This design comes from an exercise in tuning for small area, a short achievable clock period and few clock cycles per item on the open sky130 flow, not from production work. At most, simulation tests tie the RTL to the original design; equivalence was not proved.

Setup of run A:
Design sha_256_stream_core, start of the top module:
module sha_256_stream_core #(
  parameter int ROUNDS_PER_CYCLE = 1,
  parameter bit ENABLE_SHA224 = 1
) (
  input  logic         clk,
  input  logic         rst,
  input  logic         ena,
  input  logic [511:0] input_data,
  input  logic         input_valid,
  input  logic         input_first,
  input  logic         input_last,
  input  logic         mode_224,
  output logic         input_ready,
  output logic [255:0] output_hash,
  output logic         output_valid,
  input  logic         output_ready
);
  localparam logic [255:0] IV256 = 256'h6a09e667_bb67ae85_3c6ef372_a54ff53a_510e527f_9b05688c_1f83d9ab_5be0cd19;
  localparam logic [255:0] IV224 = 256'hc1059ed8_367cd507_3070dd17_f70e5939_ffc00b31_68581511_64f98fa7_befa4fa4;
  function automatic logic [31:0] kc(input logic [5:0] i);
    case (i)
      6'd0: kc = 32'h428a2f98;
      6'd1: kc = 32'h71374491;
      6'd2: kc = 32'hb5c0fbcf;
      6'd3: kc = 32'he9b5dba5;
      6'd4: kc = 32'h3956c25b;
      6'd5: kc = 32'h59f111f1;
      6'd6: kc = 32'h923f82a4;
      6'd7: kc = 32'hab1c5ed5;
      6'd8: kc = 32'hd807aa98;
      6'd9: kc = 32'h12835b01;
      6'd10: kc = 32'h243185be;
      6'd11: kc = 32'h550c7dc3;
      6'd12: kc = 32'h72be5d74;
      6'd13: kc = 32'h80deb1fe;
      6'd14: kc = 32'h9bdc06a7;
      6'd15: kc = 32'hc19bf174;
      6'd16: kc = 32'he49b69c1;
      6'd17: kc = 32'hefbe4786;
      6'd18: kc = 32'h0fc19dc6;
      6'd19: kc = 32'h240ca1cc;
      6'd20: kc = 32'h2de92c6f;
      6'd21: kc = 32'h4a7484aa;
      6'd22: kc = 32'h5cb0a9dc;
      6'd23: kc = 32'h76f988da;
      6'd24: kc = 32'h983e5152;
      6'd25: kc = 32'ha831c66d;
      6'd26: kc = 32'hb00327c8;
      6'd27: kc = 32'hbf597fc7;
      6'd28: kc = 32'hc6e00bf3;
      6'd29: kc = 32'hd5a79147;
      6'd30: kc = 32'h06ca6351;
      6'd31: kc = 32'h14292967;
      6'd32: kc = 32'h27b70a85;
      6'd33: kc = 32'h2e1b2138;
      6'd34: kc = 32'h4d2c6dfc;
  ...
For scale: ~0.058 sq mm of cells after synthesis.
==> module sha_add32, before the edit <==
module sha_add32 (
  input  logic [31:0] x,
  input  logic [31:0] y,
  output logic [31:0] s
);
  always_comb begin
    logic [31:0] gg, pp, hx, gn, pn;
    hx = x ^ y;
    gg = x & y;
    pp = x | y;
    for (int k = 1; k < 32; k = 2 * k) begin
      for (int i = 0; i < 32; i++) begin
        int j;
        j = (i / (2 * k)) * (2 * k) + k - 1;
        gn[i] = (i % (2 * k)) >= k ? gg[i] | pp[i] & gg[j] : gg[i];
        pn[i] = (i % (2 * k)) >= k ? pp[i] & pp[j] : pp[i];
      end
      gg = gn;
      pp = pn;
    end
    s = hx ^ {gg[30:0], 1'b0};
  end
endmodule
Settings: LEC_CHECK=0, CAP_MARGIN=20, CORE_MARGIN=2, CORE_UTILIZATION=55, CTS_CLUSTER_DIAMETER=90, CTS_CLUSTER_SIZE=25, SETUP_SLACK_MARGIN=5, SLEW_MARGIN=20, SYNTH_HIERARCHICAL=1; clock period 9.5 ns.
standard.sh (not shown) runs the stock make flow with config.mk's settings and CLKGATE_MAP_FILE= SYNTH_SCRIPT=/design/flow/synth_recipe.tcl, a recipe that flattens the netlist after the stock synthesis.
==> flow/flow/run.sh <==
#!/bin/bash
# The standard layout (standard synthesis, floorplan, placement, CTS, routing), except that
# the input and output ports are buffered with sky130_fd_sc_hd__buf_1 instead of the delay
# buffer buffer_ports picks by default.
set -euo pipefail
bash standard.sh "BUFFER_PORTS_ARGS=-buffer_cell sky130_fd_sc_hd__buf_1" finish > orfs_make.log 2>&1
Testbench counts of run A, summed over its fixed seeds: cycles 39,942, blocks 614.
### run A -> run D
--- a/flow/design.v
+++ b/flow/design.v
@@ -317,12 +317,10 @@
     gg = x & y;
     pp = x | y;
     for (int k = 1; k < 32; k = 2 * k) begin
       for (int i = 0; i < 32; i++) begin
-        int j;
-        j = (i / (2 * k)) * (2 * k) + k - 1;
-        gn[i] = (i % (2 * k)) >= k ? gg[i] | pp[i] & gg[j] : gg[i];
-        pn[i] = (i % (2 * k)) >= k ? pp[i] & pp[j] : pp[i];
+        gn[i] = i >= k ? gg[i] | pp[i] & gg[i - k] : gg[i];
+        pn[i] = i >= k ? pp[i] & pp[i - k] : pp[i];
       end
       gg = gn;
       pp = pn;
     end
==> run summary <==
- Run D completed every stage of the flow, and the final layout passed the timing, design-rule and antenna checks.
- Changes observed in run D relative to run A: number of tap instances climbed 0.80%; total vias in the final route climbed 3126; area of combinational cells with multiple inputs climbed 0.0014 sq mm.
- Diff run D..run A | instance count of the mapped netlist | negligible
- Cell count: run D higher than run A
- Count of input and output buffers came out exactly the same in run A and run D.
- Run A reports its launch point of the worst path as e[27] while run D reports e[29].
- Diff run A and run D: die area higher in run D
- Of run A and run D, the run reporting the higher number of global-route vias before repair was run D.
- Count of cell types in the netlist in run D is about 7% below run A.
- a[22] as the capturing instance or port of the critical path was reported by run D, and e[29] by run A.
- Run D against run A: post-synthesis mux area share now sits higher, buffers plus inverters on the worst setup path higher, final weighted congestion of routability-driven global placement went up, antenna diode instance count picked up an extra 19.
For run D, only the layout was checked, not whether the RTL still works.

* * *

Setup of main:
Starting RTL as in the previous note.
export LEC_CHECK = 0
export CAP_MARGIN = 20
export CORE_MARGIN = 2
export CORE_UTILIZATION = 55
export CTS_CLUSTER_DIAMETER = 90
export CTS_CLUSTER_SIZE = 25
export GPL_ROUTABILITY_DRIVEN = 0
export SETUP_SLACK_MARGIN = 5
export SLEW_MARGIN = 20
export SYNTH_HIERARCHICAL = 1
create_clock -name core_clock -period 9.5 [get_ports {clk}]
Scripts as last shown in full above: flow/flow/run.sh
Testbench counts of main, summed over its fixed seeds: cycles 39,942, blocks 614.
Inputs modified between main and the feature branch:
diff --git a/flow/design.v b/flow/design.v
--- a/flow/design.v
+++ b/flow/design.v
@@ -214,13 +214,15 @@
   assign {y_s, y_c} = csa(x_c, x_s, s0);
   sha_add32 u_adde (.x(e_s), .y(e_c), .s(ne));
   sha_add32 u_adda (.x(y_s), .y(y_c), .s(na));
   logic [31:0] gop, cop, p_s, p_c;
   logic [5:0] ki;
   assign ki = t == 7'd63 ? 6'd0 : t == 7'd64 ? 6'd1 : 6'(t + 7'd2);
-  assign gop = !ld ? g : nfirst ? ivw(nmode, 3'd7) : hen[3];
+  logic gsg, gs2, gs3, gs6, gs4;
+  assign gop = {32{gsg}} & g | {32{gs2}} & he[2] | {32{gs3}} & he[3]
+             | {32{gs6}} & ivw(1'b0, 3'd7) | {32{gs4}} & ivw(1'b1, 3'd7);
   assign cop = nfirst ? ivw(nmode, 3'd3) : han[3];
   assign p_s = gop ^ kk ^ w[15];
   assign p_c = {maj(gop, kk, w[15]), 1'b0};
   logic [31:0] sg0, sg1, w_s, w_c, v_s, v_c, wn, win;
   assign sg0 = ror(w[1], 7) ^ ror(w[1], 18) ^ (w[1] >> 3);
   assign sg1 = ror(w[14], 17) ^ ror(w[14], 19) ^ (w[14] >> 10);
@@ -288,12 +290,17 @@
   end
   always_ff @(posedge clk) begin
     wi <= t == 7'd62 ? 4'd0 : wi + 4'd1;
     kk <= kc(ki);
     fk <= fkn;
     ivs <= cfirst ? 8'b1 << {mmode, fkn} : 8'b0;
+    gsg <= rst || t != 7'd63;
+    gs2 <= !rst && t == 7'd63 && !input_first && cmt;
+    gs3 <= !rst && t == 7'd63 && !input_first && !cmt;
+    gs6 <= !rst && t == 7'd63 && input_first && !mode_224;
+    gs4 <= !rst && t == 7'd63 && input_first && mode_224;
     if (t == 7'd63) begin
       nfirst <= input_first;
       nmode <= mode_224;
       nlast <= input_last;
     end
     if (ld) begin
### Flow results
main -> the feature branch: die boundary height flat
Clock-buffer cell count went up by a little under 10% going from main to the feature branch.
Sequential cell count ends up higher on the feature branch.
Summary of the feature branch over main: number of global-route vias before repair -389; area after synthesis went up; critical path depth went down 8.
Summary of the feature branch over main: number of antenna violations at the first check in global routing picked up an extra 4.2%; overall routed net length picked up an extra about 4%.
In the metrics for main and the feature branch, the one carrying the higher worst slew slack as a fraction of its limit is the feature branch.
For the feature branch, only the layout was checked, not whether the RTL still works.

* * *

sha_256_stream_core, a different RTL version from the one above (not shown whole).
Size in the first run: about 1100 flip-flops, roughly 780 I/O pins.
export LEC_CHECK = 0
export CAP_MARGIN = 20
export CORE_MARGIN = 2
export CORE_UTILIZATION = 55
export SETUP_SLACK_MARGIN = 5
export SLEW_MARGIN = 20
export SYNTH_HIERARCHICAL = 1
create_clock -name core_clock -period 9.5 [get_ports {clk}]
Scripts as last shown in full above: flow/flow/run.sh
Testbench counts at the start, summed over its fixed seeds: cycles 39,942, blocks 614.
Next try:
--- a/flow/design.v
+++ b/flow/design.v
@@ -182,17 +182,28 @@
   assign output_valid = ov;
   assign output_hash = {ha[0], ha[1], ha[2], ha[3], he[0], he[1], he[2], omode ? 32'h0 : he[3]};
   assign push = cmt;
   logic dset;
   assign dset = (push && ld && clast || dpend) && (!rdy || ena);
   assign ov_next = dset || ov && !(ena && output_ready);
   logic [31:0] xa, xe, suma, sume;
   logic [1:0] fkn;
+  logic [7:0] ivs;
   assign fkn = t == 7'd60 ? 2'd3 : fk - 2'd1;
+  always_comb begin
+    xa = cfirst ? 32'h0 : ha[3];
+    xe = cfirst ? 32'h0 : he[3];
+    for (int j = 0; j < 8; j++) begin
+      if (ivs[j]) begin
+        xa = xa | ivw(j[2], {1'b0, j[1:0]});
+        xe = xe | ivw(j[2], {1'b1, j[1:0]});
+      end
+    end
+  end
   assign suma = xa + a;
   assign sume = xe + e;
   assign han = push ? {suma, ha[0], ha[1], ha[2]} : ha;
   assign hen = push ? {sume, he[0], he[1], he[2]} : he;
   logic [31:0] s0, s1, ch, mj, u_s, u_c, e_s, e_c, x_s, x_c, y_s, y_c, na, ne;
   assign s1 = ror(e, 6) ^ ror(e, 11) ^ ror(e, 25);
   assign ch = (e & f) ^ (~e & g);
   assign s0 = ror(a, 2) ^ ror(a, 13) ^ ror(a, 22);
@@ -274,18 +285,17 @@
         if (t == 7'd13) inph <= 1'b0;
       end
     end
   end
   always_ff @(posedge clk) begin
     wi <= t == 7'd62 ? 4'd0 : wi + 4'd1;
     kk <= kc(ki);
     fk <= fkn;
-    xa <= cfirst ? ivw(mmode, {1'b0, fkn}) : han[3];
-    xe <= cfirst ? ivw(mmode, {1'b1, fkn}) : hen[3];
+    ivs <= cfirst ? 8'b1 << {mmode, fkn} : 8'b0;
     if (t == 7'd63) begin
       nfirst <= input_first;
       nmode <= mode_224;
       nlast <= input_last;
     end
     if (ld) begin
       if (push && clast) omode <= mmode;
       if (nb) begin
Via count came out lower by a few percent. Worst hold slack gets better by 8.2 ps. Die area went down by a few percent. Register-to-register slack is better by 100 ps. Setup slack improves by 100 ps. Final area drops by a few percent. Critical path depth shrinks by 3. Routed wire length drops by a few percent.
Testbench counts after the change, summed over its fixed seeds: cycles 39,942, blocks 614.

==> static timing again, ports no longer ideal <==
The flow's constraints put no driver on any port. The routed layouts listed below were extracted and timed again, unchanged, in two steps.
Step 1, drivers: a clkbuf_16 drives clk and a buf_2 each remaining input, both assumed.
Step 2 also shifts input and output timing later by t, the mid clock arrival at the registers, as if the neighbouring blocks saw the same clock.
a / b / c = no drivers / after step 1 / after step 2; a / b = the first two.
run	t (ns)	setup WS [ns]	worst setup path after step 2	worst slew at a driven data input, ns
run A	0.791	4.976 / 4.976 / 4.976	register to register	0.26
run D	0.784	4.910 / 4.910 / 4.910	register to register	0.23
main	0.790	4.977 / 4.977 / 4.977	register to register	0.30
the feature branch	0.791	5.035 / 5.035 / 5.035	register to register	0.31
the first run of note 3	0.782	4.835 / 4.835 / 4.835	register to register	0.25
the second run of note 3	0.794	4.936 / 4.936 / 4.936	register to register	0.31
After both steps every run listed still meets setup and hold.
